Context: an optimization exercise on an open-source flow, tuned for small area, a short achievable clock period and few clock cycles. The choices shown serve that exercise and are no tape-out recipe.
The RTL was checked by simulation tests, not by an equivalence proof against the original design.
Power and IR drop assume default switching activity.

==> flow/design.v, too long to show whole: its modules and the start of the top module <==
// module xyolo_lane: 735 lines
// module xyolo_fa: 4 lines
// module xyolo_ha: 4 lines
// module xyolo_lanes: 171 lines
module xyolo_lanes
#(
  parameter int DATA_W   = xyolo_lanes_pkg::c_DATA_W,
  parameter int N_LANES  = xyolo_lanes_pkg::c_N_LANES,
  parameter int SHIFT_W  = xyolo_lanes_pkg::c_SHIFT_W,
  parameter int CNT_W    = xyolo_lanes_pkg::c_CNT_W,
  parameter int LEAKY_SH = xyolo_lanes_pkg::c_LEAKY_SH
) (
  input  logic                      clk,
  input  logic                      rst,
  input  logic                      start,
  input  logic [CNT_W-1:0]          cfg_n_acc,
  input  logic [CNT_W-1:0]          cfg_n_out,
  input  logic [2:0]                cfg_mp_win,
  input  logic                      cfg_bias,
  input  logic                      cfg_leaky,
  input  logic                      cfg_maxpool,
  input  logic                      cfg_bypass,
  input  logic [SHIFT_W-1:0]        cfg_shift,
  input  logic                      in_valid,
  output logic                      in_ready,
  input  logic [N_LANES*DATA_W-1:0] in_pixel,
  input  logic [N_LANES*DATA_W-1:0] in_weight,
  input  logic [N_LANES*DATA_W-1:0] in_bias,
  output logic                      out_valid,
  input  logic                      out_ready,
  output logic [N_LANES*DATA_W-1:0] out_data,
  output logic                      busy,
  output logic                      done
);
  // ...
==> flow/flow/run.sh <==
#!/bin/bash
# Standard synthesis unchanged, then the standard layout steps with the
# timing repair asked to leave extra setup margin (so that it sizes the
# critical paths for a period well below the 10 ns constraint) and with
# plain buffers, rather than delay cells, on the ports.
set -euo pipefail
MARGIN=$(cat flow/margin.txt)
bash standard.sh synth > synth.log 2>&1
bash standard.sh SETUP_SLACK_MARGIN=$MARGIN \
  BUFFER_PORTS_ARGS="-buffer_cell sky130_fd_sc_hd__buf_2" finish > layout.log 2>&1
==> flow/flow/margin.txt <==
6.5
==> flow/standard.sh <==
#!/bin/bash
# synth_recipe.tcl (not shown) runs the flow's synth.tcl, then flattens the netlist and writes it again
# the make line also repeats each setting of config.mk as NAME=value (left out here)
make -C /OpenROAD-flow-scripts/flow DESIGN_CONFIG=/design/flow/config.mk WORK_HOME=/design/flow/orfs CLKGATE_MAP_FILE= SYNTH_SCRIPT=/design/flow/synth_recipe.tcl "${@:-finish}"
==> flow/config.mk <==
export PLATFORM = sky130hd
export DESIGN_NAME = xyolo_lanes
export DESIGN_NICKNAME = xyolo_lanes
export VERILOG_FILES = /design/flow/design.v
export SDC_FILE = /design/flow/constraint.sdc
export NUM_CORES = 4
export LEC_CHECK = 0
export ABC_AREA = 1
export CAP_MARGIN = 20
export CORE_MARGIN = 2
export CORE_UTILIZATION = 60
export CTS_CLUSTER_DIAMETER = 120
export CTS_CLUSTER_SIZE = 24
export GPL_ROUTABILITY_DRIVEN = 0
export PLACE_DENSITY = 0.7
export SLEW_MARGIN = 20
export SYNTH_HIERARCHICAL = 1
==> flow/constraint.sdc <==
create_clock -name core_clock -period 10.0 [get_ports {clk}]
set_input_delay 2.0000 -clock core_clock [delete_from_list [all_inputs] [get_ports {clk}]]
set_output_delay 2.0000 -clock core_clock [all_outputs]
set_load 0.01 [all_outputs]
==> metrics.yaml, run 1 <==
hpwl_um: 133000
grt-ovfl-total: 0
relSlewSlack: 0.236
crit_type: "reg -> reg"
postRouteAntennaNets: 0
r2r_slack_ns: 6.55
yosys_warnings: 8
pg_seq_mw: 5.51
cp.required_ns: 10.55
drt_iter0_drc: 6006
use_met1: 0.427
largestRegisters: "g_lane.u_lane.r_acc: 172 flops, g_lane.u_lane.r_t0: 124 flops, g_lane.u_lane.r_t1: 120 flops"
switchingPower_mw: 7.75
drc: 0
grt_util_met2: 0.479
maxPowerGroup: "combinational logic"
min_path_type: "reg -> reg"
die_x_um: 335
clkbuf_count: 74
antenna_found_initial: 6
fin_crit_ns: 3.45
crit_family: "adder cells"
clock_latency_ns: 0.68
hp-start: "f1_gf$_DFF_P_"
slowest_stage: "fa_1"
worstMarginPinSlew_ns: 1.13
io_pins: 301
r2r-start: "g_lane[3].u_lane.r_y[9]$_SDFF_PP0_"
antenna_cells: 3
cp.depth: 11
status: "finished clean"
Testbench counts, summed over its fixed seeds: cycles 40,467.
==> module xyolo_lane, before the edit <==
module xyolo_lane
#(
  parameter int DATA_W   = xyolo_lanes_pkg::c_DATA_W,
  parameter int SHIFT_W  = xyolo_lanes_pkg::c_SHIFT_W,
  parameter int CNT_W    = xyolo_lanes_pkg::c_CNT_W,
  parameter int LEAKY_SH = xyolo_lanes_pkg::c_LEAKY_SH
) (
  input  logic               clk,
  input  logic               beat_en,     
  input  logic               bypass,      
  input  logic               bias_en,     
  input  logic [DATA_W-1:0]  pixel,
  input  logic [DATA_W-1:0]  weight,
  input  logic [DATA_W-1:0]  bias,
  input  logic [SHIFT_W-1:0] cfg_shift,   
  input  logic               cfg_leaky,
  input  logic [25:0]        fit_mask,    
  input  logic               ld_beat,     
  input  logic               pool_en,     
  input  logic               pool_first,  
  output logic [DATA_W-1:0]  result
);
  logic [SHIFT_W-1:0] r_sh;
  logic               r_ld0, r_ld1;
  always_ff @(posedge clk) begin
    r_sh  <= cfg_shift;
    r_ld0 <= ld_beat;
    r_ld1 <= r_ld0;
  end
  logic [15:0] r_x, r_y, r_b;
  always_ff @(posedge clk) begin
    r_x <= pixel;
    r_y <= beat_en ? (bypass ? 16'd1 : weight) : 16'd0;
    if (ld_beat) r_b <= bias_en ? bias : 16'd0;
  end
  logic [16:0] w_xe;
  logic [7:0]  w_one, w_two, w_neg;
  logic [16:0] w_r0, w_r1, w_r2, w_r3, w_r4, w_r5, w_r6, w_r7;
  assign w_xe = {r_x[15], r_x};
  for (genvar j = 0; j < 8; j++) begin : g_enc
    logic yl, ym, yh;
    assign yl = (j == 0) ? 1'b0 : r_y[2*j-1];
    assign ym = r_y[2*j];
    assign yh = r_y[2*j+1];
    assign w_one[j] = ym ^ yl;
    assign w_two[j] = (yh & ~ym & ~yl) | (~yh & ym & yl);
    assign w_neg[j] = yh;
  end
  assign w_r0 = ({17{w_one[0]}} & w_xe | {17{w_two[0]}} & {w_xe[15:0], 1'b0}) ^ {17{w_neg[0]}};
  assign w_r1 = ({17{w_one[1]}} & w_xe | {17{w_two[1]}} & {w_xe[15:0], 1'b0}) ^ {17{w_neg[1]}};
  assign w_r2 = ({17{w_one[2]}} & w_xe | {17{w_two[2]}} & {w_xe[15:0], 1'b0}) ^ {17{w_neg[2]}};
  assign w_r3 = ({17{w_one[3]}} & w_xe | {17{w_two[3]}} & {w_xe[15:0], 1'b0}) ^ {17{w_neg[3]}};
  assign w_r4 = ({17{w_one[4]}} & w_xe | {17{w_two[4]}} & {w_xe[15:0], 1'b0}) ^ {17{w_neg[4]}};
  assign w_r5 = ({17{w_one[5]}} & w_xe | {17{w_two[5]}} & {w_xe[15:0], 1'b0}) ^ {17{w_neg[5]}};
  assign w_r6 = ({17{w_one[6]}} & w_xe | {17{w_two[6]}} & {w_xe[15:0], 1'b0}) ^ {17{w_neg[6]}};
  assign w_r7 = ({17{w_one[7]}} & w_xe | {17{w_two[7]}} & {w_xe[15:0], 1'b0}) ^ {17{w_neg[7]}};
  wire hs0, hc0;
  xyolo_ha u_ha0 (.a(w_r0[10]), .b(w_r1[8]), .s(hs0), .co(hc0));
  wire hs1, hc1;
  xyolo_ha u_ha1 (.a(w_r0[11]), .b(w_r1[9]), .s(hs1), .co(hc1));
  wire fs0, fc0;
  xyolo_fa u_fa0 (.a(w_r0[12]), .b(w_r1[10]), .c(w_r2[8]), .s(fs0), .co(fc0));
  wire hs2, hc2;
  xyolo_ha u_ha2 (.a(w_r3[6]), .b(w_r4[4]), .s(hs2), .co(hc2));
  wire fs1, fc1;
  xyolo_fa u_fa1 (.a(w_r0[13]), .b(w_r1[11]), .c(w_r2[9]), .s(fs1), .co(fc1));
  wire hs3, hc3;
  xyolo_ha u_ha3 (.a(w_r3[7]), .b(w_r4[5]), .s(hs3), .co(hc3));
  wire fs2, fc2;
  xyolo_fa u_fa2 (.a(w_r0[14]), .b(w_r1[12]), .c(w_r2[10]), .s(fs2), .co(fc2));
  wire fs3, fc3;
  xyolo_fa u_fa3 (.a(w_r3[8]), .b(w_r4[6]), .c(w_r5[4]), .s(fs3), .co(fc3));
  wire hs4, hc4;
  xyolo_ha u_ha4 (.a(w_r6[2]), .b(w_r7[0]), .s(hs4), .co(hc4));
  wire fs4, fc4;
  xyolo_fa u_fa4 (.a(w_r0[15]), .b(w_r1[13]), .c(w_r2[11]), .s(fs4), .co(fc4));
  wire fs5, fc5;
  xyolo_fa u_fa5 (.a(w_r3[9]), .b(w_r4[7]), .c(w_r5[5]), .s(fs5), .co(fc5));
  wire hs5, hc5;
  xyolo_ha u_ha5 (.a(w_r6[3]), .b(w_r7[1]), .s(hs5), .co(hc5));
  wire fs6, fc6;
  xyolo_fa u_fa6 (.a(~w_r0[16]), .b(w_r1[14]), .c(w_r2[12]), .s(fs6), .co(fc6));
  wire fs7, fc7;
  xyolo_fa u_fa7 (.a(w_r3[10]), .b(w_r4[8]), .c(w_r5[6]), .s(fs7), .co(fc7));
  wire fs8, fc8;
  assign fs8 = w_r6[4] ^ w_r7[2] ^ 1'b1;
  assign fc8 = (w_r6[4] & w_r7[2]) | (1'b1 & (w_r6[4] ^ w_r7[2]));
  wire fs9, fc9;
  xyolo_fa u_fa9 (.a(w_r1[15]), .b(w_r2[13]), .c(w_r3[11]), .s(fs9), .co(fc9));
  wire fs10, fc10;
  xyolo_fa u_fa10 (.a(w_r4[9]), .b(w_r5[7]), .c(w_r6[5]), .s(fs10), .co(fc10));
  wire hs6, hc6;
  assign hs6 = w_r7[3] ^ 1'b1;
  assign hc6 = w_r7[3] & 1'b1;
  wire fs11, fc11;
  xyolo_fa u_fa11 (.a(~w_r1[16]), .b(w_r2[14]), .c(w_r3[12]), .s(fs11), .co(fc11));
  wire fs12, fc12;
  xyolo_fa u_fa12 (.a(w_r4[10]), .b(w_r5[8]), .c(w_r6[6]), .s(fs12), .co(fc12));
  wire fs13, fc13;
  xyolo_fa u_fa13 (.a(w_r2[15]), .b(w_r3[13]), .c(w_r4[11]), .s(fs13), .co(fc13));
  wire hs7, hc7;
  xyolo_ha u_ha7 (.a(w_r5[9]), .b(w_r6[7]), .s(hs7), .co(hc7));
  wire fs14, fc14;
  xyolo_fa u_fa14 (.a(~w_r2[16]), .b(w_r3[14]), .c(w_r4[12]), .s(fs14), .co(fc14));
  wire hs8, hc8;
  xyolo_ha u_ha8 (.a(w_r3[15]), .b(w_r4[13]), .s(hs8), .co(hc8));
  wire hs9, hc9;
  xyolo_ha u_ha9 (.a(w_r0[6]), .b(w_r1[4]), .s(hs9), .co(hc9));
  wire hs10, hc10;
  xyolo_ha u_ha10 (.a(w_r0[7]), .b(w_r1[5]), .s(hs10), .co(hc10));
  wire fs15, fc15;
  xyolo_fa u_fa15 (.a(w_r0[8]), .b(w_r1[6]), .c(w_r2[4]), .s(fs15), .co(fc15));
  wire hs11, hc11;
  xyolo_ha u_ha11 (.a(w_r3[2]), .b(w_r4[0]), .s(hs11), .co(hc11));
  wire fs16, fc16;
  xyolo_fa u_fa16 (.a(w_r0[9]), .b(w_r1[7]), .c(w_r2[5]), .s(fs16), .co(fc16));
  wire hs12, hc12;
  xyolo_ha u_ha12 (.a(w_r3[3]), .b(w_r4[1]), .s(hs12), .co(hc12));
  wire fs17, fc17;
  xyolo_fa u_fa17 (.a(w_r2[6]), .b(w_r3[4]), .c(w_r4[2]), .s(fs17), .co(fc17));
  wire fs18, fc18;
  xyolo_fa u_fa18 (.a(w_r5[0]), .b(w_neg[5]), .c(hs0), .s(fs18), .co(fc18));
  wire fs19, fc19;
  xyolo_fa u_fa19 (.a(w_r2[7]), .b(w_r3[5]), .c(w_r4[3]), .s(fs19), .co(fc19));
  wire fs20, fc20;
  xyolo_fa u_fa20 (.a(w_r5[1]), .b(hc0), .c(hs1), .s(fs20), .co(fc20));
  wire fs21, fc21;
  xyolo_fa u_fa21 (.a(w_r5[2]), .b(w_r6[0]), .c(w_neg[6]), .s(fs21), .co(fc21));
  wire fs22, fc22;
  xyolo_fa u_fa22 (.a(hc1), .b(fs0), .c(hs2), .s(fs22), .co(fc22));
  wire fs23, fc23;
  xyolo_fa u_fa23 (.a(w_r5[3]), .b(w_r6[1]), .c(fc0), .s(fs23), .co(fc23));
  wire fs24, fc24;
  xyolo_fa u_fa24 (.a(hc2), .b(fs1), .c(hs3), .s(fs24), .co(fc24));
  wire fs25, fc25;
  xyolo_fa u_fa25 (.a(w_neg[7]), .b(fc1), .c(hc3), .s(fs25), .co(fc25));
  wire fs26, fc26;
  xyolo_fa u_fa26 (.a(fs2), .b(fs3), .c(hs4), .s(fs26), .co(fc26));
  wire fs27, fc27;
  xyolo_fa u_fa27 (.a(fc2), .b(fc3), .c(hc4), .s(fs27), .co(fc27));
  wire fs28, fc28;
  xyolo_fa u_fa28 (.a(fs4), .b(fs5), .c(hs5), .s(fs28), .co(fc28));
  wire fs29, fc29;
  xyolo_fa u_fa29 (.a(fc4), .b(fc5), .c(hc5), .s(fs29), .co(fc29));
  wire fs30, fc30;
  xyolo_fa u_fa30 (.a(fs6), .b(fs7), .c(fs8), .s(fs30), .co(fc30));
  wire fs31, fc31;
  xyolo_fa u_fa31 (.a(fc6), .b(fc7), .c(fc8), .s(fs31), .co(fc31));
  wire fs32, fc32;
  xyolo_fa u_fa32 (.a(fs9), .b(fs10), .c(hs6), .s(fs32), .co(fc32));
  wire fs33, fc33;
  xyolo_fa u_fa33 (.a(w_r7[4]), .b(fc9), .c(fc10), .s(fs33), .co(fc33));
  wire fs34, fc34;
  xyolo_fa u_fa34 (.a(hc6), .b(fs11), .c(fs12), .s(fs34), .co(fc34));
  wire fs35, fc35;
  xyolo_fa u_fa35 (.a(w_r7[5]), .b(fc11), .c(fc12), .s(fs35), .co(fc35));
  wire fs36, fc36;
  assign fs36 = fs13 ^ hs7 ^ 1'b1;
  assign fc36 = (fs13 & hs7) | (1'b1 & (fs13 ^ hs7));
  wire fs37, fc37;
  xyolo_fa u_fa37 (.a(w_r5[10]), .b(w_r6[8]), .c(w_r7[6]), .s(fs37), .co(fc37));
  wire fs38, fc38;
  xyolo_fa u_fa38 (.a(fc13), .b(hc7), .c(fs14), .s(fs38), .co(fc38));
  wire fs39, fc39;
  xyolo_fa u_fa39 (.a(w_r5[11]), .b(w_r6[9]), .c(w_r7[7]), .s(fs39), .co(fc39));
  wire fs40, fc40;
  assign fs40 = fc14 ^ hs8 ^ 1'b1;
  assign fc40 = (fc14 & hs8) | (1'b1 & (fc14 ^ hs8));
  wire fs41, fc41;
  xyolo_fa u_fa41 (.a(~w_r3[16]), .b(w_r4[14]), .c(w_r5[12]), .s(fs41), .co(fc41));
  wire fs42, fc42;
  xyolo_fa u_fa42 (.a(w_r6[10]), .b(w_r7[8]), .c(hc8), .s(fs42), .co(fc42));
  wire fs43, fc43;
  xyolo_fa u_fa43 (.a(w_r4[15]), .b(w_r5[13]), .c(w_r6[11]), .s(fs43), .co(fc43));
  wire hs13, hc13;
  assign hs13 = w_r7[9] ^ 1'b1;
  assign hc13 = w_r7[9] & 1'b1;
  wire fs44, fc44;
  xyolo_fa u_fa44 (.a(~w_r4[16]), .b(w_r5[14]), .c(w_r6[12]), .s(fs44), .co(fc44));
  wire hs14, hc14;
  xyolo_ha u_ha14 (.a(w_r5[15]), .b(w_r6[13]), .s(hs14), .co(hc14));
  wire hs15, hc15;
  xyolo_ha u_ha15 (.a(w_r0[4]), .b(w_r1[2]), .s(hs15), .co(hc15));
  wire hs16, hc16;
  xyolo_ha u_ha16 (.a(w_r0[5]), .b(w_r1[3]), .s(hs16), .co(hc16));
  wire fs45, fc45;
  xyolo_fa u_fa45 (.a(w_r2[2]), .b(w_r3[0]), .c(w_neg[3]), .s(fs45), .co(fc45));
  wire fs46, fc46;
  xyolo_fa u_fa46 (.a(w_r2[3]), .b(w_r3[1]), .c(hc9), .s(fs46), .co(fc46));
  wire fs47, fc47;
  xyolo_fa u_fa47 (.a(w_neg[4]), .b(hc10), .c(fs15), .s(fs47), .co(fc47));
  wire fs48, fc48;
  xyolo_fa u_fa48 (.a(fc15), .b(hc11), .c(fs16), .s(fs48), .co(fc48));
  wire fs49, fc49;
  xyolo_fa u_fa49 (.a(fc16), .b(hc12), .c(fs17), .s(fs49), .co(fc49));
  wire fs50, fc50;
  xyolo_fa u_fa50 (.a(fc17), .b(fc18), .c(fs19), .s(fs50), .co(fc50));
  wire fs51, fc51;
  xyolo_fa u_fa51 (.a(fc19), .b(fc20), .c(fs21), .s(fs51), .co(fc51));
  wire fs52, fc52;
  xyolo_fa u_fa52 (.a(fc21), .b(fc22), .c(fs23), .s(fs52), .co(fc52));
  wire fs53, fc53;
  xyolo_fa u_fa53 (.a(fc23), .b(fc24), .c(fs25), .s(fs53), .co(fc53));
  wire fs54, fc54;
  xyolo_fa u_fa54 (.a(fc25), .b(fc26), .c(fs27), .s(fs54), .co(fc54));
  wire fs55, fc55;
  xyolo_fa u_fa55 (.a(fc27), .b(fc28), .c(fs29), .s(fs55), .co(fc55));
  wire fs56, fc56;
  xyolo_fa u_fa56 (.a(fc29), .b(fc30), .c(fs31), .s(fs56), .co(fc56));
  wire fs57, fc57;
  xyolo_fa u_fa57 (.a(fc31), .b(fc32), .c(fs33), .s(fs57), .co(fc57));
  wire fs58, fc58;
  xyolo_fa u_fa58 (.a(fc33), .b(fc34), .c(fs35), .s(fs58), .co(fc58));
  wire fs59, fc59;
  xyolo_fa u_fa59 (.a(fc35), .b(fc36), .c(fs37), .s(fs59), .co(fc59));
  wire fs60, fc60;
  xyolo_fa u_fa60 (.a(fc37), .b(fc38), .c(fs39), .s(fs60), .co(fc60));
  wire fs61, fc61;
  xyolo_fa u_fa61 (.a(fc39), .b(fc40), .c(fs41), .s(fs61), .co(fc61));
  wire fs62, fc62;
  xyolo_fa u_fa62 (.a(fc41), .b(fc42), .c(fs43), .s(fs62), .co(fc62));
  wire fs63, fc63;
  xyolo_fa u_fa63 (.a(w_r7[10]), .b(fc43), .c(hc13), .s(fs63), .co(fc63));
  wire fs64, fc64;
  xyolo_fa u_fa64 (.a(w_r7[11]), .b(fc44), .c(hs14), .s(fs64), .co(fc64));
  wire fs65, fc65;
  xyolo_fa u_fa65 (.a(~w_r5[16]), .b(w_r6[14]), .c(w_r7[12]), .s(fs65), .co(fc65));
  wire hs17, hc17;
  xyolo_ha u_ha17 (.a(w_r6[15]), .b(w_r7[13]), .s(hs17), .co(hc17));
  wire hs18, hc18;
  xyolo_ha u_ha18 (.a(w_r0[2]), .b(w_r1[0]), .s(hs18), .co(hc18));
  wire hs19, hc19;
  xyolo_ha u_ha19 (.a(w_r0[3]), .b(w_r1[1]), .s(hs19), .co(hc19));
  wire fs66, fc66;
  xyolo_fa u_fa66 (.a(w_r2[0]), .b(w_neg[2]), .c(hs15), .s(fs66), .co(fc66));
  wire fs67, fc67;
  xyolo_fa u_fa67 (.a(w_r2[1]), .b(hc15), .c(hs16), .s(fs67), .co(fc67));
  wire fs68, fc68;
  xyolo_fa u_fa68 (.a(hs9), .b(hc16), .c(fs45), .s(fs68), .co(fc68));
  wire fs69, fc69;
  xyolo_fa u_fa69 (.a(hs10), .b(fc45), .c(fs46), .s(fs69), .co(fc69));
  wire fs70, fc70;
  xyolo_fa u_fa70 (.a(hs11), .b(fc46), .c(fs47), .s(fs70), .co(fc70));
  wire fs71, fc71;
  xyolo_fa u_fa71 (.a(hs12), .b(fc47), .c(fs48), .s(fs71), .co(fc71));
  wire fs72, fc72;
  xyolo_fa u_fa72 (.a(fs18), .b(fc48), .c(fs49), .s(fs72), .co(fc72));
  wire fs73, fc73;
  xyolo_fa u_fa73 (.a(fs20), .b(fc49), .c(fs50), .s(fs73), .co(fc73));
  wire fs74, fc74;
  xyolo_fa u_fa74 (.a(fs22), .b(fc50), .c(fs51), .s(fs74), .co(fc74));
  wire fs75, fc75;
  xyolo_fa u_fa75 (.a(fs24), .b(fc51), .c(fs52), .s(fs75), .co(fc75));
  wire fs76, fc76;
  xyolo_fa u_fa76 (.a(fs26), .b(fc52), .c(fs53), .s(fs76), .co(fc76));
  wire fs77, fc77;
  xyolo_fa u_fa77 (.a(fs28), .b(fc53), .c(fs54), .s(fs77), .co(fc77));
  wire fs78, fc78;
  xyolo_fa u_fa78 (.a(fs30), .b(fc54), .c(fs55), .s(fs78), .co(fc78));
  wire fs79, fc79;
  xyolo_fa u_fa79 (.a(fs32), .b(fc55), .c(fs56), .s(fs79), .co(fc79));
  wire fs80, fc80;
  xyolo_fa u_fa80 (.a(fs34), .b(fc56), .c(fs57), .s(fs80), .co(fc80));
  wire fs81, fc81;
  xyolo_fa u_fa81 (.a(fs36), .b(fc57), .c(fs58), .s(fs81), .co(fc81));
  wire fs82, fc82;
  xyolo_fa u_fa82 (.a(fs38), .b(fc58), .c(fs59), .s(fs82), .co(fc82));
  wire fs83, fc83;
  xyolo_fa u_fa83 (.a(fs40), .b(fc59), .c(fs60), .s(fs83), .co(fc83));
  wire fs84, fc84;
  xyolo_fa u_fa84 (.a(fs42), .b(fc60), .c(fs61), .s(fs84), .co(fc84));
  wire fs85, fc85;
  xyolo_fa u_fa85 (.a(hs13), .b(fc61), .c(fs62), .s(fs85), .co(fc85));
  wire fs86, fc86;
  xyolo_fa u_fa86 (.a(fs44), .b(fc62), .c(fs63), .s(fs86), .co(fc86));
  wire fs87, fc87;
  assign fs87 = fc63 ^ fs64 ^ 1'b1;
  assign fc87 = (fc63 & fs64) | (1'b1 & (fc63 ^ fs64));
  wire fs88, fc88;
  xyolo_fa u_fa88 (.a(hc14), .b(fc64), .c(fs65), .s(fs88), .co(fc88));
  wire fs89, fc89;
  assign fs89 = fc65 ^ hs17 ^ 1'b1;
  assign fc89 = (fc65 & hs17) | (1'b1 & (fc65 ^ hs17));
  wire fs90, fc90;
  xyolo_fa u_fa90 (.a(~w_r6[16]), .b(w_r7[14]), .c(hc17), .s(fs90), .co(fc90));
  wire hs20, hc20;
  assign hs20 = w_r7[15] ^ 1'b1;
  assign hc20 = w_r7[15] & 1'b1;
  logic [30:0] r_t0;
  logic [30:0] r_t1;
  always_ff @(posedge clk) begin
    r_t0[0] <= w_r0[0];
    r_t1[0] <= w_neg[0];
    r_t0[1] <= w_r0[1];
    r_t0[2] <= w_neg[1];
    r_t1[2] <= hs18;
    r_t0[3] <= hc18;
    r_t1[3] <= hs19;
    r_t0[4] <= hc19;
    r_t1[4] <= fs66;
    r_t0[5] <= fc66;
    r_t1[5] <= fs67;
    r_t0[6] <= fc67;
    r_t1[6] <= fs68;
    r_t0[7] <= fc68;
    r_t1[7] <= fs69;
    r_t0[8] <= fc69;
    r_t1[8] <= fs70;
    r_t0[9] <= fc70;
    r_t1[9] <= fs71;
    r_t0[10] <= fc71;
    r_t1[10] <= fs72;
    r_t0[11] <= fc72;
    r_t1[11] <= fs73;
    r_t0[12] <= fc73;
    r_t1[12] <= fs74;
    r_t0[13] <= fc74;
    r_t1[13] <= fs75;
    r_t0[14] <= fc75;
    r_t1[14] <= fs76;
    r_t0[15] <= fc76;
    r_t1[15] <= fs77;
    r_t0[16] <= fc77;
    r_t1[16] <= fs78;
    r_t0[17] <= fc78;
    r_t1[17] <= fs79;
    r_t0[18] <= fc79;
    r_t1[18] <= fs80;
    r_t0[19] <= fc80;
    r_t1[19] <= fs81;
    r_t0[20] <= fc81;
    r_t1[20] <= fs82;
    r_t0[21] <= fc82;
    r_t1[21] <= fs83;
    r_t0[22] <= fc83;
    r_t1[22] <= fs84;
    r_t0[23] <= fc84;
    r_t1[23] <= fs85;
    r_t0[24] <= fc85;
    r_t1[24] <= fs86;
    r_t0[25] <= fc86;
    r_t1[25] <= fs87;
    r_t0[26] <= fc87;
    r_t1[26] <= fs88;
    r_t0[27] <= fc88;
    r_t1[27] <= fs89;
    r_t0[28] <= fc89;
    r_t1[28] <= fs90;
    r_t0[29] <= fc90;
    r_t1[29] <= hs20;
    r_t0[30] <= ~w_r7[16];
    r_t1[30] <= hc20;
  end
  logic [42:0] w_row0, w_row1, w_x, w_cs_s, w_cs_c, w_acc_n;
  logic [42:0] r_acc;
  logic [15:0] r_bh;     
  assign w_row0 = {1'b1, 1'b1, 1'b1, 1'b1, 1'b1, 1'b1, 1'b1, 1'b1, 1'b1, 1'b1, 1'b1, 1'b1, r_t0[30], r_t0[29], r_t0[28], r_t0[27], r_t0[26], r_t0[25], r_t0[24], r_t0[23], r_t0[22], r_t0[21], r_t0[20], r_t0[19], r_t0[18], r_t0[17], r_t0[16], r_t0[15], r_t0[14], r_t0[13], r_t0[12], r_t0[11], r_t0[10], r_t0[9], r_t0[8], r_t0[7], r_t0[6], r_t0[5], r_t0[4], r_t0[3], r_t0[2], r_t0[1], r_t0[0]};
  assign w_row1 = {1'b0, 1'b0, 1'b0, 1'b0, 1'b0, 1'b0, 1'b0, 1'b0, 1'b0, 1'b0, 1'b0, 1'b0, r_t1[30], r_t1[29], r_t1[28], r_t1[27], r_t1[26], r_t1[25], r_t1[24], r_t1[23], r_t1[22], r_t1[21], r_t1[20], r_t1[19], r_t1[18], r_t1[17], r_t1[16], r_t1[15], r_t1[14], r_t1[13], r_t1[12], r_t1[11], r_t1[10], r_t1[9], r_t1[8], r_t1[7], r_t1[6], r_t1[5], r_t1[4], r_t1[3], r_t1[2], 1'b0, r_t1[0]};
  assign w_x     = r_acc & {43{~r_ld1}};
  xyolo_fa u_cs0 (.a(w_x[0]), .b(r_t0[0]), .c(r_t1[0]), .s(w_cs_s[0]), .co(w_cs_c[0]));
  xyolo_ha u_cs1 (.a(w_x[1]), .b(r_t0[1]), .s(w_cs_s[1]), .co(w_cs_c[1]));
  xyolo_fa u_cs2 (.a(w_x[2]), .b(r_t0[2]), .c(r_t1[2]), .s(w_cs_s[2]), .co(w_cs_c[2]));
  xyolo_fa u_cs3 (.a(w_x[3]), .b(r_t0[3]), .c(r_t1[3]), .s(w_cs_s[3]), .co(w_cs_c[3]));
  xyolo_fa u_cs4 (.a(w_x[4]), .b(r_t0[4]), .c(r_t1[4]), .s(w_cs_s[4]), .co(w_cs_c[4]));
  xyolo_fa u_cs5 (.a(w_x[5]), .b(r_t0[5]), .c(r_t1[5]), .s(w_cs_s[5]), .co(w_cs_c[5]));
  xyolo_fa u_cs6 (.a(w_x[6]), .b(r_t0[6]), .c(r_t1[6]), .s(w_cs_s[6]), .co(w_cs_c[6]));
  xyolo_fa u_cs7 (.a(w_x[7]), .b(r_t0[7]), .c(r_t1[7]), .s(w_cs_s[7]), .co(w_cs_c[7]));
  xyolo_fa u_cs8 (.a(w_x[8]), .b(r_t0[8]), .c(r_t1[8]), .s(w_cs_s[8]), .co(w_cs_c[8]));
  xyolo_fa u_cs9 (.a(w_x[9]), .b(r_t0[9]), .c(r_t1[9]), .s(w_cs_s[9]), .co(w_cs_c[9]));
  xyolo_fa u_cs10 (.a(w_x[10]), .b(r_t0[10]), .c(r_t1[10]), .s(w_cs_s[10]), .co(w_cs_c[10]));
  xyolo_fa u_cs11 (.a(w_x[11]), .b(r_t0[11]), .c(r_t1[11]), .s(w_cs_s[11]), .co(w_cs_c[11]));
  xyolo_fa u_cs12 (.a(w_x[12]), .b(r_t0[12]), .c(r_t1[12]), .s(w_cs_s[12]), .co(w_cs_c[12]));
  xyolo_fa u_cs13 (.a(w_x[13]), .b(r_t0[13]), .c(r_t1[13]), .s(w_cs_s[13]), .co(w_cs_c[13]));
  xyolo_fa u_cs14 (.a(w_x[14]), .b(r_t0[14]), .c(r_t1[14]), .s(w_cs_s[14]), .co(w_cs_c[14]));
  xyolo_fa u_cs15 (.a(w_x[15]), .b(r_t0[15]), .c(r_t1[15]), .s(w_cs_s[15]), .co(w_cs_c[15]));
  xyolo_fa u_cs16 (.a(w_x[16]), .b(r_t0[16]), .c(r_t1[16]), .s(w_cs_s[16]), .co(w_cs_c[16]));
  xyolo_fa u_cs17 (.a(w_x[17]), .b(r_t0[17]), .c(r_t1[17]), .s(w_cs_s[17]), .co(w_cs_c[17]));
  xyolo_fa u_cs18 (.a(w_x[18]), .b(r_t0[18]), .c(r_t1[18]), .s(w_cs_s[18]), .co(w_cs_c[18]));
  xyolo_fa u_cs19 (.a(w_x[19]), .b(r_t0[19]), .c(r_t1[19]), .s(w_cs_s[19]), .co(w_cs_c[19]));
  xyolo_fa u_cs20 (.a(w_x[20]), .b(r_t0[20]), .c(r_t1[20]), .s(w_cs_s[20]), .co(w_cs_c[20]));
  xyolo_fa u_cs21 (.a(w_x[21]), .b(r_t0[21]), .c(r_t1[21]), .s(w_cs_s[21]), .co(w_cs_c[21]));
  xyolo_fa u_cs22 (.a(w_x[22]), .b(r_t0[22]), .c(r_t1[22]), .s(w_cs_s[22]), .co(w_cs_c[22]));
  xyolo_fa u_cs23 (.a(w_x[23]), .b(r_t0[23]), .c(r_t1[23]), .s(w_cs_s[23]), .co(w_cs_c[23]));
  xyolo_fa u_cs24 (.a(w_x[24]), .b(r_t0[24]), .c(r_t1[24]), .s(w_cs_s[24]), .co(w_cs_c[24]));
  xyolo_fa u_cs25 (.a(w_x[25]), .b(r_t0[25]), .c(r_t1[25]), .s(w_cs_s[25]), .co(w_cs_c[25]));
  xyolo_fa u_cs26 (.a(w_x[26]), .b(r_t0[26]), .c(r_t1[26]), .s(w_cs_s[26]), .co(w_cs_c[26]));
  xyolo_fa u_cs27 (.a(w_x[27]), .b(r_t0[27]), .c(r_t1[27]), .s(w_cs_s[27]), .co(w_cs_c[27]));
  xyolo_fa u_cs28 (.a(w_x[28]), .b(r_t0[28]), .c(r_t1[28]), .s(w_cs_s[28]), .co(w_cs_c[28]));
  xyolo_fa u_cs29 (.a(w_x[29]), .b(r_t0[29]), .c(r_t1[29]), .s(w_cs_s[29]), .co(w_cs_c[29]));
  xyolo_fa u_cs30 (.a(w_x[30]), .b(r_t0[30]), .c(r_t1[30]), .s(w_cs_s[30]), .co(w_cs_c[30]));
  assign w_cs_s[31] = ~w_x[31];
  assign w_cs_c[31] = w_x[31];
  assign w_cs_s[32] = ~w_x[32];
  assign w_cs_c[32] = w_x[32];
  assign w_cs_s[33] = ~w_x[33];
  assign w_cs_c[33] = w_x[33];
  assign w_cs_s[34] = ~w_x[34];
  assign w_cs_c[34] = w_x[34];
  assign w_cs_s[35] = ~w_x[35];
  assign w_cs_c[35] = w_x[35];
  assign w_cs_s[36] = ~w_x[36];
  assign w_cs_c[36] = w_x[36];
  assign w_cs_s[37] = ~w_x[37];
  assign w_cs_c[37] = w_x[37];
  assign w_cs_s[38] = ~w_x[38];
  assign w_cs_c[38] = w_x[38];
  assign w_cs_s[39] = ~w_x[39];
  assign w_cs_c[39] = w_x[39];
  assign w_cs_s[40] = ~w_x[40];
  assign w_cs_c[40] = w_x[40];
  assign w_cs_s[41] = ~w_x[41];
  assign w_cs_c[41] = w_x[41];
  assign w_cs_s[42] = ~w_x[42];
  assign w_cs_c[42] = w_x[42];
  wire [42:0] ca_p0, ca_g0, ca_sum;
  assign ca_p0 = w_cs_s ^ {w_cs_c[41:0], 1'b0};
  assign ca_g0 = w_cs_s & {w_cs_c[41:0], 1'b0};
  wire ca_G0, ca_P0;
  assign ca_G0 = ca_g0[1] | (ca_p0[1] & ca_g0[0]);
  assign ca_P0 = ca_p0[1] & ca_p0[0];
  wire ca_G1, ca_P1;
  assign ca_G1 = ca_g0[3] | (ca_p0[3] & ca_g0[2]);
  assign ca_P1 = ca_p0[3] & ca_p0[2];
  wire ca_G2, ca_P2;
  assign ca_G2 = ca_g0[5] | (ca_p0[5] & ca_g0[4]);
  assign ca_P2 = ca_p0[5] & ca_p0[4];
  wire ca_G3, ca_P3;
  assign ca_G3 = ca_g0[7] | (ca_p0[7] & ca_g0[6]);
  assign ca_P3 = ca_p0[7] & ca_p0[6];
  wire ca_G4, ca_P4;
  assign ca_G4 = ca_g0[9] | (ca_p0[9] & ca_g0[8]);
  assign ca_P4 = ca_p0[9] & ca_p0[8];
  wire ca_G5, ca_P5;
  assign ca_G5 = ca_g0[11] | (ca_p0[11] & ca_g0[10]);
  assign ca_P5 = ca_p0[11] & ca_p0[10];
  wire ca_G6, ca_P6;
  assign ca_G6 = ca_g0[13] | (ca_p0[13] & ca_g0[12]);
  assign ca_P6 = ca_p0[13] & ca_p0[12];
  wire ca_G7, ca_P7;
  assign ca_G7 = ca_g0[15] | (ca_p0[15] & ca_g0[14]);
  assign ca_P7 = ca_p0[15] & ca_p0[14];
  wire ca_G8, ca_P8;
  assign ca_G8 = ca_g0[17] | (ca_p0[17] & ca_g0[16]);
  assign ca_P8 = ca_p0[17] & ca_p0[16];
  wire ca_G9, ca_P9;
  assign ca_G9 = ca_g0[19] | (ca_p0[19] & ca_g0[18]);
  assign ca_P9 = ca_p0[19] & ca_p0[18];
  wire ca_G10, ca_P10;
  assign ca_G10 = ca_g0[21] | (ca_p0[21] & ca_g0[20]);
  assign ca_P10 = ca_p0[21] & ca_p0[20];
  wire ca_G11, ca_P11;
  assign ca_G11 = ca_g0[23] | (ca_p0[23] & ca_g0[22]);
  assign ca_P11 = ca_p0[23] & ca_p0[22];
  wire ca_G12, ca_P12;
  assign ca_G12 = ca_g0[25] | (ca_p0[25] & ca_g0[24]);
  assign ca_P12 = ca_p0[25] & ca_p0[24];
  wire ca_G13, ca_P13;
  assign ca_G13 = ca_g0[27] | (ca_p0[27] & ca_g0[26]);
  assign ca_P13 = ca_p0[27] & ca_p0[26];
  wire ca_G14, ca_P14;
  assign ca_G14 = ca_g0[29] | (ca_p0[29] & ca_g0[28]);
  assign ca_P14 = ca_p0[29] & ca_p0[28];
  wire ca_G15, ca_P15;
  assign ca_G15 = ca_g0[31] | (ca_p0[31] & ca_g0[30]);
  assign ca_P15 = ca_p0[31] & ca_p0[30];
  wire ca_G16, ca_P16;
  assign ca_G16 = ca_g0[33] | (ca_p0[33] & ca_g0[32]);
  assign ca_P16 = ca_p0[33] & ca_p0[32];
  wire ca_G17, ca_P17;
  assign ca_G17 = ca_g0[35] | (ca_p0[35] & ca_g0[34]);
  assign ca_P17 = ca_p0[35] & ca_p0[34];
  wire ca_G18, ca_P18;
  assign ca_G18 = ca_g0[37] | (ca_p0[37] & ca_g0[36]);
  assign ca_P18 = ca_p0[37] & ca_p0[36];
  wire ca_G19, ca_P19;
  assign ca_G19 = ca_g0[39] | (ca_p0[39] & ca_g0[38]);
  assign ca_P19 = ca_p0[39] & ca_p0[38];
  wire ca_G20, ca_P20;
  assign ca_G20 = ca_g0[41] | (ca_p0[41] & ca_g0[40]);
  assign ca_P20 = ca_p0[41] & ca_p0[40];
  wire ca_G21, ca_P21;
  assign ca_G21 = ca_G1 | (ca_P1 & ca_G0);
  assign ca_P21 = ca_P1 & ca_P0;
  wire ca_G22, ca_P22;
  assign ca_G22 = ca_G3 | (ca_P3 & ca_G2);
  assign ca_P22 = ca_P3 & ca_P2;
  wire ca_G23, ca_P23;
  assign ca_G23 = ca_G5 | (ca_P5 & ca_G4);
  assign ca_P23 = ca_P5 & ca_P4;
  wire ca_G24, ca_P24;
  assign ca_G24 = ca_G7 | (ca_P7 & ca_G6);
  assign ca_P24 = ca_P7 & ca_P6;
  wire ca_G25, ca_P25;
  assign ca_G25 = ca_G9 | (ca_P9 & ca_G8);
  assign ca_P25 = ca_P9 & ca_P8;
  wire ca_G26, ca_P26;
  assign ca_G26 = ca_G11 | (ca_P11 & ca_G10);
  assign ca_P26 = ca_P11 & ca_P10;
  wire ca_G27, ca_P27;
  assign ca_G27 = ca_G13 | (ca_P13 & ca_G12);
  assign ca_P27 = ca_P13 & ca_P12;
  wire ca_G28, ca_P28;
  assign ca_G28 = ca_G15 | (ca_P15 & ca_G14);
  assign ca_P28 = ca_P15 & ca_P14;
  wire ca_G29, ca_P29;
  assign ca_G29 = ca_G17 | (ca_P17 & ca_G16);
  assign ca_P29 = ca_P17 & ca_P16;
  wire ca_G30, ca_P30;
  assign ca_G30 = ca_G19 | (ca_P19 & ca_G18);
  assign ca_P30 = ca_P19 & ca_P18;
  wire ca_G31, ca_P31;
  assign ca_G31 = ca_G22 | (ca_P22 & ca_G21);
  assign ca_P31 = ca_P22 & ca_P21;
  wire ca_G32, ca_P32;
  assign ca_G32 = ca_G24 | (ca_P24 & ca_G23);
  assign ca_P32 = ca_P24 & ca_P23;
  wire ca_G33, ca_P33;
  assign ca_G33 = ca_G26 | (ca_P26 & ca_G25);
  assign ca_P33 = ca_P26 & ca_P25;
  wire ca_G34, ca_P34;
  assign ca_G34 = ca_G28 | (ca_P28 & ca_G27);
  assign ca_P34 = ca_P28 & ca_P27;
  wire ca_G35, ca_P35;
  assign ca_G35 = ca_G30 | (ca_P30 & ca_G29);
  assign ca_P35 = ca_P30 & ca_P29;
  wire ca_G36, ca_P36;
  assign ca_G36 = ca_G32 | (ca_P32 & ca_G31);
  assign ca_P36 = ca_P32 & ca_P31;
  wire ca_G37, ca_P37;
  assign ca_G37 = ca_G34 | (ca_P34 & ca_G33);
  assign ca_P37 = ca_P34 & ca_P33;
  wire ca_G38, ca_P38;
  assign ca_G38 = ca_G37 | (ca_P37 & ca_G36);
  assign ca_P38 = ca_P37 & ca_P36;
  wire ca_G39, ca_P39;
  assign ca_G39 = ca_G33 | (ca_P33 & ca_G36);
  assign ca_P39 = ca_P33 & ca_P36;
  wire ca_G40, ca_P40;
  assign ca_G40 = ca_G35 | (ca_P35 & ca_G38);
  assign ca_P40 = ca_P35 & ca_P38;
  wire ca_G41, ca_P41;
  assign ca_G41 = ca_G23 | (ca_P23 & ca_G31);
  assign ca_P41 = ca_P23 & ca_P31;
  wire ca_G42, ca_P42;
  assign ca_G42 = ca_G25 | (ca_P25 & ca_G36);
  assign ca_P42 = ca_P25 & ca_P36;
  wire ca_G43, ca_P43;
  assign ca_G43 = ca_G27 | (ca_P27 & ca_G39);
  assign ca_P43 = ca_P27 & ca_P39;
  wire ca_G44, ca_P44;
  assign ca_G44 = ca_G29 | (ca_P29 & ca_G38);
  assign ca_P44 = ca_P29 & ca_P38;
  wire ca_G45, ca_P45;
  assign ca_G45 = ca_G2 | (ca_P2 & ca_G21);
  assign ca_P45 = ca_P2 & ca_P21;
  wire ca_G46, ca_P46;
  assign ca_G46 = ca_G4 | (ca_P4 & ca_G31);
  assign ca_P46 = ca_P4 & ca_P31;
  wire ca_G47, ca_P47;
  assign ca_G47 = ca_G6 | (ca_P6 & ca_G41);
  assign ca_P47 = ca_P6 & ca_P41;
  wire ca_G48, ca_P48;
  assign ca_G48 = ca_G8 | (ca_P8 & ca_G36);
  assign ca_P48 = ca_P8 & ca_P36;
  wire ca_G49, ca_P49;
  assign ca_G49 = ca_G10 | (ca_P10 & ca_G42);
  assign ca_P49 = ca_P10 & ca_P42;
  wire ca_G50, ca_P50;
  assign ca_G50 = ca_G12 | (ca_P12 & ca_G39);
  assign ca_P50 = ca_P12 & ca_P39;
  wire ca_G51, ca_P51;
  assign ca_G51 = ca_G14 | (ca_P14 & ca_G43);
  assign ca_P51 = ca_P14 & ca_P43;
  wire ca_G52, ca_P52;
  assign ca_G52 = ca_G16 | (ca_P16 & ca_G38);
  assign ca_P52 = ca_P16 & ca_P38;
  wire ca_G53, ca_P53;
  assign ca_G53 = ca_G18 | (ca_P18 & ca_G44);
  assign ca_P53 = ca_P18 & ca_P44;
  wire ca_G54, ca_P54;
  assign ca_G54 = ca_G20 | (ca_P20 & ca_G40);
  assign ca_P54 = ca_P20 & ca_P40;
  wire ca_G55, ca_P55;
  assign ca_G55 = ca_g0[2] | (ca_p0[2] & ca_G0);
  assign ca_P55 = ca_p0[2] & ca_P0;
  wire ca_G56, ca_P56;
  assign ca_G56 = ca_g0[4] | (ca_p0[4] & ca_G21);
  assign ca_P56 = ca_p0[4] & ca_P21;
  wire ca_G57, ca_P57;
  assign ca_G57 = ca_g0[6] | (ca_p0[6] & ca_G45);
  assign ca_P57 = ca_p0[6] & ca_P45;
  wire ca_G58, ca_P58;
  assign ca_G58 = ca_g0[8] | (ca_p0[8] & ca_G31);
  assign ca_P58 = ca_p0[8] & ca_P31;
  wire ca_G59, ca_P59;
  assign ca_G59 = ca_g0[10] | (ca_p0[10] & ca_G46);
  assign ca_P59 = ca_p0[10] & ca_P46;
  wire ca_G60, ca_P60;
  assign ca_G60 = ca_g0[12] | (ca_p0[12] & ca_G41);
  assign ca_P60 = ca_p0[12] & ca_P41;
  wire ca_G61, ca_P61;
  assign ca_G61 = ca_g0[14] | (ca_p0[14] & ca_G47);
  assign ca_P61 = ca_p0[14] & ca_P47;
  wire ca_G62, ca_P62;
  assign ca_G62 = ca_g0[16] | (ca_p0[16] & ca_G36);
  assign ca_P62 = ca_p0[16] & ca_P36;
  wire ca_G63, ca_P63;
  assign ca_G63 = ca_g0[18] | (ca_p0[18] & ca_G48);
  assign ca_P63 = ca_p0[18] & ca_P48;
  wire ca_G64, ca_P64;
  assign ca_G64 = ca_g0[20] | (ca_p0[20] & ca_G42);
  assign ca_P64 = ca_p0[20] & ca_P42;
  wire ca_G65, ca_P65;
  assign ca_G65 = ca_g0[22] | (ca_p0[22] & ca_G49);
  assign ca_P65 = ca_p0[22] & ca_P49;
  wire ca_G66, ca_P66;
  assign ca_G66 = ca_g0[24] | (ca_p0[24] & ca_G39);
  assign ca_P66 = ca_p0[24] & ca_P39;
  wire ca_G67, ca_P67;
  assign ca_G67 = ca_g0[26] | (ca_p0[26] & ca_G50);
  assign ca_P67 = ca_p0[26] & ca_P50;
  wire ca_G68, ca_P68;
  assign ca_G68 = ca_g0[28] | (ca_p0[28] & ca_G43);
  assign ca_P68 = ca_p0[28] & ca_P43;
  wire ca_G69, ca_P69;
  assign ca_G69 = ca_g0[30] | (ca_p0[30] & ca_G51);
  assign ca_P69 = ca_p0[30] & ca_P51;
  wire ca_G70, ca_P70;
  assign ca_G70 = ca_g0[32] | (ca_p0[32] & ca_G38);
  assign ca_P70 = ca_p0[32] & ca_P38;
  wire ca_G71, ca_P71;
  assign ca_G71 = ca_g0[34] | (ca_p0[34] & ca_G52);
  assign ca_P71 = ca_p0[34] & ca_P52;
  wire ca_G72, ca_P72;
  assign ca_G72 = ca_g0[36] | (ca_p0[36] & ca_G44);
  assign ca_P72 = ca_p0[36] & ca_P44;
  wire ca_G73, ca_P73;
  assign ca_G73 = ca_g0[38] | (ca_p0[38] & ca_G53);
  assign ca_P73 = ca_p0[38] & ca_P53;
  wire ca_G74, ca_P74;
  assign ca_G74 = ca_g0[40] | (ca_p0[40] & ca_G40);
  assign ca_P74 = ca_p0[40] & ca_P40;
  wire ca_G75, ca_P75;
  assign ca_G75 = ca_g0[42] | (ca_p0[42] & ca_G54);
  assign ca_P75 = ca_p0[42] & ca_P54;
  assign ca_sum[0] = ca_p0[0] ^ 1'b0;
  assign ca_sum[1] = ca_p0[1] ^ ca_g0[0];
  assign ca_sum[2] = ca_p0[2] ^ ca_G0;
  assign ca_sum[3] = ca_p0[3] ^ ca_G55;
  assign ca_sum[4] = ca_p0[4] ^ ca_G21;
  assign ca_sum[5] = ca_p0[5] ^ ca_G56;
  assign ca_sum[6] = ca_p0[6] ^ ca_G45;
  assign ca_sum[7] = ca_p0[7] ^ ca_G57;
  assign ca_sum[8] = ca_p0[8] ^ ca_G31;
  assign ca_sum[9] = ca_p0[9] ^ ca_G58;
  assign ca_sum[10] = ca_p0[10] ^ ca_G46;
  assign ca_sum[11] = ca_p0[11] ^ ca_G59;
  assign ca_sum[12] = ca_p0[12] ^ ca_G41;
  assign ca_sum[13] = ca_p0[13] ^ ca_G60;
  assign ca_sum[14] = ca_p0[14] ^ ca_G47;
  assign ca_sum[15] = ca_p0[15] ^ ca_G61;
  assign ca_sum[16] = ca_p0[16] ^ ca_G36;
  assign ca_sum[17] = ca_p0[17] ^ ca_G62;
  assign ca_sum[18] = ca_p0[18] ^ ca_G48;
  assign ca_sum[19] = ca_p0[19] ^ ca_G63;
  assign ca_sum[20] = ca_p0[20] ^ ca_G42;
  assign ca_sum[21] = ca_p0[21] ^ ca_G64;
  assign ca_sum[22] = ca_p0[22] ^ ca_G49;
  assign ca_sum[23] = ca_p0[23] ^ ca_G65;
  assign ca_sum[24] = ca_p0[24] ^ ca_G39;
  assign ca_sum[25] = ca_p0[25] ^ ca_G66;
  assign ca_sum[26] = ca_p0[26] ^ ca_G50;
  assign ca_sum[27] = ca_p0[27] ^ ca_G67;
  assign ca_sum[28] = ca_p0[28] ^ ca_G43;
  assign ca_sum[29] = ca_p0[29] ^ ca_G68;
  assign ca_sum[30] = ca_p0[30] ^ ca_G51;
  assign ca_sum[31] = ca_p0[31] ^ ca_G69;
  assign ca_sum[32] = ca_p0[32] ^ ca_G38;
  assign ca_sum[33] = ca_p0[33] ^ ca_G70;
  assign ca_sum[34] = ca_p0[34] ^ ca_G52;
  assign ca_sum[35] = ca_p0[35] ^ ca_G71;
  assign ca_sum[36] = ca_p0[36] ^ ca_G44;
  assign ca_sum[37] = ca_p0[37] ^ ca_G72;
  assign ca_sum[38] = ca_p0[38] ^ ca_G53;
  assign ca_sum[39] = ca_p0[39] ^ ca_G73;
  assign ca_sum[40] = ca_p0[40] ^ ca_G40;
  assign ca_sum[41] = ca_p0[41] ^ ca_G74;
  assign ca_sum[42] = ca_p0[42] ^ ca_G54;
  assign w_acc_n = ca_sum;
  always_ff @(posedge clk) begin
    r_acc <= w_acc_n;
    if (r_ld1) r_bh <= r_b;
  end
  logic [47:0] w_a0;
  logic [31:0] w_s16;
  logic [23:0] w_s8;
  logic [19:0] w_s4;
  logic [17:0] w_s2;
  logic [16:0] w_t;
  logic [17:0] w_vs, w_vw;
  logic        w_big, w_ge28;
  assign w_a0  = {{(48-43){r_acc[42]}}, r_acc};
  assign w_s16 = r_sh[4] ? w_a0[47:16] : w_a0[31:0];
  assign w_s8  = r_sh[3] ? w_s16[31:8] : w_s16[23:0];
  assign w_s4  = r_sh[2] ? w_s8[23:4]  : w_s8[19:0];
  assign w_s2  = r_sh[1] ? w_s4[19:2]  : w_s4[17:0];
  assign w_t   = r_sh[0] ? w_s2[17:1]  : w_s2[16:0];
  assign w_big = |((r_acc[41:16] ^ {26{r_acc[42]}}) & fit_mask[25:0]);
  assign w_vs  = {w_t[16], w_t} + {{2{r_bh[15]}}, r_bh};
  assign w_ge28 = &r_sh[4:2];
  assign w_vw[12:0] = w_vs[12:0];
  assign w_vw[13] = (r_sh[1] & r_sh[0]) ? w_vs[12] : w_vs[13];
  assign w_vw[14] = r_sh[1] ? (r_sh[0] ? w_vs[12] : w_vs[13]) : w_vs[14];
  assign w_vw[15] = r_sh[1] ? (r_sh[0] ? w_vs[12] : w_vs[13]) : (r_sh[0] ? w_vs[14] : w_vs[15]);
  assign w_vw[17:16] = {2{w_vw[15]}};
  logic [17:0] r_y18;
  logic        r_big, r_bsg;
  always_ff @(posedge clk) begin
    r_y18 <= w_ge28 ? w_vw : w_vs;
    r_big <= w_big;
    r_bsg <= r_acc[42];
  end
  logic        w_fit, w_sgn;
  logic [15:0] w_sat, w_v, r_pool;
  assign w_fit = !r_big && ((r_y18[17:15] == 3'b000) || (r_y18[17:15] == 3'b111));
  assign w_sgn = r_big ? r_bsg : r_y18[17];
  assign w_sat = w_fit ? r_y18[15:0] : {w_sgn, {15{~w_sgn}}};
  assign w_v   = (cfg_leaky && w_sat[15]) ? {{LEAKY_SH{1'b1}}, w_sat[15:LEAKY_SH]} : w_sat;
  logic        w_gt;
  assign w_gt  = {~w_v[15], w_v[14:0]} > {~r_pool[15], r_pool[14:0]};
  always_ff @(posedge clk) begin
    if (pool_en && (pool_first || w_gt)) r_pool <= w_v;
  end
  assign result = r_pool;
endmodule
==> run 2, diff against run 1 <==
--- a/flow/design.v
+++ b/flow/design.v
@@ -45,25 +45,31 @@
     r_ld0 <= ld_beat;
     r_ld1 <= r_ld0;
   end
-  logic [15:0] r_x, r_y, r_b;
+  logic [15:0] w_y, r_x, r_b;
+  logic [7:0]  r_one, r_two, r_neg;
+  assign w_y = beat_en ? (bypass ? 16'd1 : weight) : 16'd0;
   always_ff @(posedge clk) begin
     r_x <= pixel;
-    r_y <= beat_en ? (bypass ? 16'd1 : weight) : 16'd0;
     if (ld_beat) r_b <= bias_en ? bias : 16'd0;
   end
-  logic [16:0] w_xe;
-  logic [7:0]  w_one, w_two, w_neg;
-  logic [16:0] w_r0, w_r1, w_r2, w_r3, w_r4, w_r5, w_r6, w_r7;
-  assign w_xe = {r_x[15], r_x};
   for (genvar j = 0; j < 8; j++) begin : g_enc
     logic yl, ym, yh;
-    assign yl = (j == 0) ? 1'b0 : r_y[2*j-1];
-    assign ym = r_y[2*j];
-    assign yh = r_y[2*j+1];
-    assign w_one[j] = ym ^ yl;
-    assign w_two[j] = (yh & ~ym & ~yl) | (~yh & ym & yl);
-    assign w_neg[j] = yh;
+    assign yl = (j == 0) ? 1'b0 : w_y[2*j-1];
+    assign ym = w_y[2*j];
+    assign yh = w_y[2*j+1];
+    always_ff @(posedge clk) begin
+      r_one[j] <= ym ^ yl;
+      r_two[j] <= (yh & ~ym & ~yl) | (~yh & ym & yl);
+      r_neg[j] <= yh;
+    end
   end
+  logic [16:0] w_xe;
+  logic [7:0]  w_one, w_two, w_neg;
+  logic [16:0] w_r0, w_r1, w_r2, w_r3, w_r4, w_r5, w_r6, w_r7;
+  assign w_xe  = {r_x[15], r_x};
+  assign w_one = r_one;
+  assign w_two = r_two;
+  assign w_neg = r_neg;
   assign w_r0 = ({17{w_one[0]}} & w_xe | {17{w_two[0]}} & {w_xe[15:0], 1'b0}) ^ {17{w_neg[0]}};
   assign w_r1 = ({17{w_one[1]}} & w_xe | {17{w_two[1]}} & {w_xe[15:0], 1'b0}) ^ {17{w_neg[1]}};
   assign w_r2 = ({17{w_one[2]}} & w_xe | {17{w_two[2]}} & {w_xe[15:0], 1'b0}) ^ {17{w_neg[2]}};
--- a/flow/config.mk
+++ b/flow/config.mk
@@ -11,7 +11,6 @@
 export CORE_UTILIZATION = 60
 export CTS_CLUSTER_DIAMETER = 120
 export CTS_CLUSTER_SIZE = 24
-export GPL_ROUTABILITY_DRIVEN = 0
 export PLACE_DENSITY = 0.7
 export SLEW_MARGIN = 20
 export SYNTH_HIERARCHICAL = 1
==> metrics.yaml, run 2 <==
synth_top_area_frac: 0.213
path_cells: "buf_2, inv_1, nor2_4, buf_4, inv_2, nand2_1"
postRouteAntennaNets: 0  # unchanged
grt_util_met2: 0.488  # +0.00858
clk_path_buf_depth: 3
slowest_delay_ns: 0.57
io_pins: 301  # unchanged
grt-busiest-layer: "met2"
routabilityCongestion: 0.946
grt_usage: 0.312
hold_depth: 0
synth_seq_area_share: 0.325
hp-start: "g_lane[3].u_lane.r_ld0$_DFF_P_"
synth_area_leaders: "dfxtp_1 21%, fa_1 16%, edfxtp_1 11%"
cp-start-kind: "input pin"
r2r-start: "g_lane[3].u_lane.r_neg[3]$_DFF_P_"
ctsHtreeMaxLevel: 2
wl_per_cell_um: 19.3
postSynthAreaPerCell_um2: 8.70
cts_buffers: 47
dr_total_vias: 52700
fin_crit_ns: 3.46  # +0.00822 ns
num_rows: 122
synth_seq_cells: 957
finalHoldViolations: 0
fin_skew_ns: 0.0290
synth_cell_types: 52
initial_core_util: 0.603
drc: 0  # unchanged
synth_edf_count: 247
synthesis.nets: 8835
final_util: 0.645
core-area_um2: 110000
synthCells: 7656
clkSinkCount: 957
slowest_stage: "nand2_1"
async_flop_share: 0
cts_hold_buf: 0
min_path_type: "reg -> reg"
antenna_found_initial: 10  # +4
r2r_cells: 5
areaGrowthSynthToFinish_pct: 6.96
crit_type: "in -> reg"
critical_path.startpoint: "start"
wl_um: 180000
p_leak_nw: 36.3
largestRegisters: "g_lane.u_lane.r_acc: 172 flops, g_lane.u_lane.r_t0: 124 flops, g_lane.u_lane.r_t1: 120 flops"
grtUsageMet3: 0.0493
worstPathMaxFanout: 59
clock_latency_ns: 0.69  # about the same
grt_pass1_wl_um: 279000
drt_first_pass_iters: 8
hpwl_um: 136000  # +2.1%
grt-ovfl-total: 0  # unchanged
synth_common_cells: "1405 x nand2_1, 1009 x inv_1, 710 x dfxtp_1"
final_min_period_over_clock_period: 0.346
fin_nets: 8941
grt_max_degree: 60
layout_commonest_cell: "nand2_1"
fmax_ghz: 0.289
use_met1: 0.440  # +0.0127
hold_ws_ns: 0.322
setup_tns_ns: 0
final_cells: 9288
cts_root_buf: "clkbuf_16"
status: "finished clean"
yosysMostFrequentCell: "nand2_1"
power.density_nw_per_um2: 244
io_buffers: 300
cp.required_ns: 10.31  # -0.24 ns
yosys_warnings: 8  # unchanged
arrival_ns: 3.77
syn_area_um2: 66600
die_x_um: 337  # +0.54%
setup_viol: 0
top_register: "g_lane.u_lane.r_acc"
rsz0062_at_grt: "true"
vias_per_cell: 5.67
drt_iter0_drc: 5215  # -13%
grt_pass1_vias: 51100
placed_cells: 9150
ir_drop_uv: 210
final_cell_mix: "1393 x nand2_1, 997 x inv_1, 678 x dfxtp_1"
cts_tree: "built"
drive_gt1_frac: 0.0816
worstMarginPinSlew_ns: 1.36  # +0.226 ns
die_area_um2: 114000
cap_violations: 0
yosys.area.top_type: "dfxtp_1"
clk_pin_slew_ns: 0.09
cp-end-kind: "flop"
largest_reg_flops: 172
relSlewSlack: 0.0932  # -0.143
maxSlewViolCount: 0
die_y_um: 337
synth-main-ff-cell: "dfxtp_1"
run 2: cell count changes in the layout (fill, tap and decap cells not counted), moves of 20 or more:
cell / change
buf_4: -66
inv_1: +56
dfxtp_1: +48
nand3_1: +39
nand2_1: +38
o21ai_0: +37
a211oi_1: -32
o21ai_1: -32
xnor2_1: +23
xor2_1: +22
buf_12: -21
dfxtp_4: -20
run 2: final timing paths:
kind,to,slack (ns)
min reg2reg,g_lane[3].u_lane.r_ld1$_DFF_P_,0.32
max reg2reg,g_lane[3].u_lane.r_t1[21]$_DFF_P_,6.61
min,g_lane[3].u_lane.r_ld1$_DFF_P_,0.32
max,r_bc[1]$_DFFE_PP_,6.54
run 2: stage by stage:
stage | setup slack (ns) | total power, mW | instance area, µm²
2_1_floorplan | 6.43 | 12.6 | 66600
3_3_place_gp | 5.88 | 14.6 | 68800
3_5_place_dp | 5.77 | 15.0 | 68800
4_1_cts | 6.50 | 17.2 | 70500
5_1_grt | 6.44 | 19.0 | 71200
6_report | 6.54 | 17.3 | 71200
run 2: final cells by class:
class                      instances  area (µm²)
timing repair buffer             400        2600
antenna                            6        15.0
sequential                       957       21700
tap                             1488        1860
fill                            9523       39200
inverter                        1046        3950
multi-input combinational       5310       39700
clock buffer                      74        1300
clock inverter                     7        67.6
run 2: worst max-delay path: cells and delay by family:
kind | cells | cell delay [ns]
buf+inv | 4 | 1.10
simple gates | 2 | 0.63
run 2: what timing repair did:
action | 4_1_cts | 5_1_grt
pin swaps | 1 | 12
endpoints found under the setup margin | 178 | 183
setup buffers | 11 | 30
resized for setup | 36 | 124
cloned | 3 | 7
run 2: layer usage:
metal / wire length (µm) / part of all wire
met5: 23 / 0.00013
met4: 6780 / 0.038
met3: 15700 / 0.087
met2: 80100 / 0.45
met1: 77000 / 0.43
run 2: power breakdown:
group          switching [mW]  internal, mW
Sequential              0.591          5.06
Combinational            5.75          3.75
Clock                    1.29         0.913
Total                    7.62          9.72
run 2: cell families after synthesis:
group / count (synthesis) / share of synthesized area
AOI/OAI and AO/OA: 1350 / 0.118
DFF: 957 / 0.325
buffers and inverters: 1389 / 0.0828
muxes: 36 / 0.00541
and+or+nand+nor: 2298 / 0.140
adders and majority gates: 946 / 0.240
xor gates and xnor gates: 680 / 0.0895
run 2: per-module statistics from Yosys, one instance, submodules excluded, excerpt:
module	copies in the design	area (µm²)
xyolo_ha	76	12.5
xyolo_fa	464	20.0
xyolo_lanes	1	3900
Testbench counts of run 2, summed over its fixed seeds: cycles 40,467.
==> run 3, diff against run 2 <==
--- a/flow/config.mk
+++ b/flow/config.mk
@@ -11,6 +11,7 @@
 export CORE_UTILIZATION = 60
 export CTS_CLUSTER_DIAMETER = 120
 export CTS_CLUSTER_SIZE = 24
+export GPL_ROUTABILITY_DRIVEN = 0
 export PLACE_DENSITY = 0.7
 export SLEW_MARGIN = 20
 export SYNTH_HIERARCHICAL = 1
==> metrics.yaml, run 3 <==
status: "finished clean"
ctsHtreeMaxLevel: 2  # unchanged
fin_area_um2: 70900  # -0.40%
ir_drop_uv: 145  # -31%
yosysMostFrequentCell: "nand2_1"
grt_pass1_vias: 51200  # +0.29%
maxSlewViolCount: 0  # unchanged
r2r_cells: 9  # +4
dr_wl_met2_um: 76900  # -4.1%
postSynthAreaPerCell_um2: 8.70  # unchanged
seq_power_share: 0.329  # +0.003
multi_input_area_um2: 39600  # -0.31%
cts_buffers: 46  # -2.1%
synth_area_leaders: "dfxtp_1 21%, fa_1 16%, edfxtp_1 11%"
routed.top_layer: "met5"
drive_gt1_frac: 0.0767  # -0.00495
relSlewSlack: 0.215  # +0.122
drc: 0  # unchanged
synth_common_cells: "1405 x nand2_1, 1009 x inv_1, 710 x dfxtp_1"
cp-start-kind: "input pin"
largest_reg_flops: 172  # unchanged
die_x_um: 337  # unchanged
die_y_um: 337  # unchanged
grt_max_degree: 69  # +15%
cp-end-kind: "flop"
synthesis.nets: 8835  # unchanged
areaGrowthSynthToFinish_pct: 6.53
cts_root_buf: "clkbuf_16"
clock_latency_ns: 0.68  # about the same
synth_top_area_frac: 0.213  # unchanged
antenna_found_initial: 6  # -4
r2r_slack_ns: 6.55  # -0.06 ns
io_buffers: 300  # unchanged
rsz0062_at_grt: "true"
worstMarginPinSlew_ns: 1.17  # -0.187 ns
placed_area_um2: 68700  # about the same
setup_viol: 0  # unchanged
setup_tns_ns: 0  # unchanged
total_power_mw: 17.2  # -1.1%
p_leak_nw: 36.2  # -0.27%
final-seq-area_um2: 21700  # about the same
fin_crit_ns: 3.46  # -0.00235 ns
hp-start: "g_lane[1].u_lane.r_ld0$_DFF_P_"
yosys_warnings: 8  # unchanged
vias_per_cell: 5.69  # +0.37%
wl_per_cell_um: 18.9  # -2.2%
wl_met1_um: 74400  # -3.4%
crit_type: "in -> reg"
grt_usage: 0.304  # -0.00757
hpwl_um: 132000  # -2.8%
synth_edf_count: 247  # unchanged
postRouteAntennaNets: 0  # unchanged
core-area_um2: 110000  # unchanged
synth_cell_types: 52  # unchanged
switchingPower_mw: 7.50  # -1.6%
min_path_type: "reg -> reg"
cap_violations: 0  # unchanged
placed_cells: 9143  # -0.077%
reg2reg_to: "g_lane[3].u_lane.r_big$_DFF_P_"
power.density_nw_per_um2: 242  # -0.68%
cp.required_ns: 10.31  # about the same
io_pins: 301  # unchanged
syn_area_um2: 66600  # unchanged
hold_depth: 0  # unchanged
pwr-share-comb: 0.544  # -0.003
worstPathMaxFanout: 59  # unchanged
synth-main-ff-cell: "dfxtp_1"
dr_total_vias: 52700  # +0.17%
synthCells: 7656  # unchanged
synth_seq_cells: 957  # unchanged
yosys.area.top_type: "dfxtp_1"
num-fill-cells: 9501  # -0.23%
drt_iter0_drc: 5232  # +0.33%
fin_skew_ns: 0.0341  # +0.00514 ns
min_to: "g_lane[1].u_lane.r_ld1$_DFF_P_"
p_int_mw: 9.66  # -0.63%
clkSinkCount: 957  # unchanged
pwr-share-clk: 0.126  # about the same
final_cell_mix: "1395 x nand2_1, 999 x inv_1, 675 x dfxtp_1"
drt_first_pass_iters: 8  # unchanged
final_cells: 9269  # -0.20%
fmax_ghz: 0.289  # about the same
cts_tree: "built"
layout_commonest_cell: "nand2_1"
top_register: "g_lane.u_lane.r_acc"
wl_um: 175000  # -2.4%
clk_pin_slew_ns: 0.10  # about the same
initial_core_util: 0.603  # unchanged
switching_share: 0.437  # -0.00252
grt-ovfl-total: 0  # unchanged
met3_length_um: 15700  # +0.39%
fin_nets: 8925  # -0.18%
synth_seq_area_share: 0.325  # unchanged
async_flop_share: 0  # unchanged
grt_pass1_wl_um: 274000  # -1.6%
finalHoldViolations: 0  # unchanged
num_rows: 122  # unchanged
clk_path_buf_depth: 3  # unchanged
final_min_period_over_clock_period: 0.346  # about the same
final_util: 0.643  # -0.00255
arrival_ns: 3.77  # about the same
largestRegisters: "g_lane.u_lane.r_acc: 172 flops, g_lane.u_lane.r_t0: 124 flops, g_lane.u_lane.r_t1: 120 flops"
die_area_um2: 114000  # unchanged
r2r-start: "r_shift[3]$_SDFFCE_PP0P_"
## run 3: cell counts after synthesis
Identical to the previous run, type by type.
## run 3: repair_timing
item,4_1_cts,5_1_grt
endpoints found under the setup margin,177,192
pin swaps,2,5
gates resized for setup,35,90
cloned,2,9
setup buffers,4,26
hold buffers,0,0
## run 3: stage by stage
stage	hold WS [ns]	setup slack, ns
2_1_floorplan	0.310	6.43
3_3_place_gp	0.310	5.87
3_5_place_dp	0.312	5.82
4_1_cts	0.333	6.50
5_1_grt	0.341	6.39
6_report	0.330	6.54
## run 3: final cells by class
class,instances,area share
Tap cell,1488,0.0263
Timing Repair Buffer,385,0.0349
Clock inverter,7,0.000917
Inverter,1046,0.0556
Multi-Input combinational cell,5310,0.558
Sequential cell,957,0.306
Clock buffer,70,0.0179
Antenna cell,6,0.000212
## run 3: metal layers
metal	vias up	track usage
li1	25100	-
met1	24900	0.423
met2	2304	0.468
met3	441	0.0520
met4	6	0.131
met5	-	0
## run 3: logic make-up after synthesis
kind of cell    synth area share
buf+inv                   0.0828
fa+ha+maj                  0.240
compound gates             0.118
mux                      0.00541
simple gates               0.140
flops                      0.325
xor+xnor                  0.0895
## run 3: worst max-delay path, stage by stage
cell	delay, ns
buf_2	0.07
inv_1	0.05
nor2_4	0.06
buf_4	0.52
inv_2	0.44
nand2_1	0.57
## run 3: worst max-delay path by stage
stage | startpoint | end | slack (ns) | cells past startpoint
finish | start | r_oc[3]$_DFFE_PP_ | 6.54 | 6
global placement | start | r_bc[3]$_DFFE_PP_ | 5.87 | 6
floorplan | in_valid | g_lane[0].u_lane.r_b[0]$_SDFFCE_PN0P_ | 6.43 | 2
detailed placement | start | r_oc[3]$_DFFE_PP_ | 5.82 | 6
global route | start | r_oc[3]$_DFFE_PP_ | 6.39 | 6
CTS | g_lane[2].u_lane.r_neg[7]$_DFF_P_ | g_lane[2].u_lane.r_t1[17]$_DFF_P_ | 6.50 | 7
## run 3: power groups by stage
stage / logic, mW / registers, mW / clock network (mW)
floorplan: 7.13 / 5.48 / 0
global placement: 8.79 / 5.71 / 0
detailed placement: 9.17 / 5.72 / 0
CTS: 9.22 / 5.63 / 2.24
global route: 10.8 / 5.73 / 2.36
finish: 9.34 / 5.65 / 2.17
## run 3: per-module statistics from Yosys (local to each module, per instance), a selection
module	cell area, µm²	flip-flops and latches	times used	cells
xyolo_ha	12.5	0	76	1
xyolo_lanes	3900	81	1	452
xyolo_fa	20.0	0	464	1

Setup slack of run 3, layout unchanged: 6.542 ns with ideal ports, 6.524 ns with driving cells assumed (clock clkbuf_16, inputs buf_2), 5.855 ns with port delays also shifted by the 0.737 ns mid clock arrival.
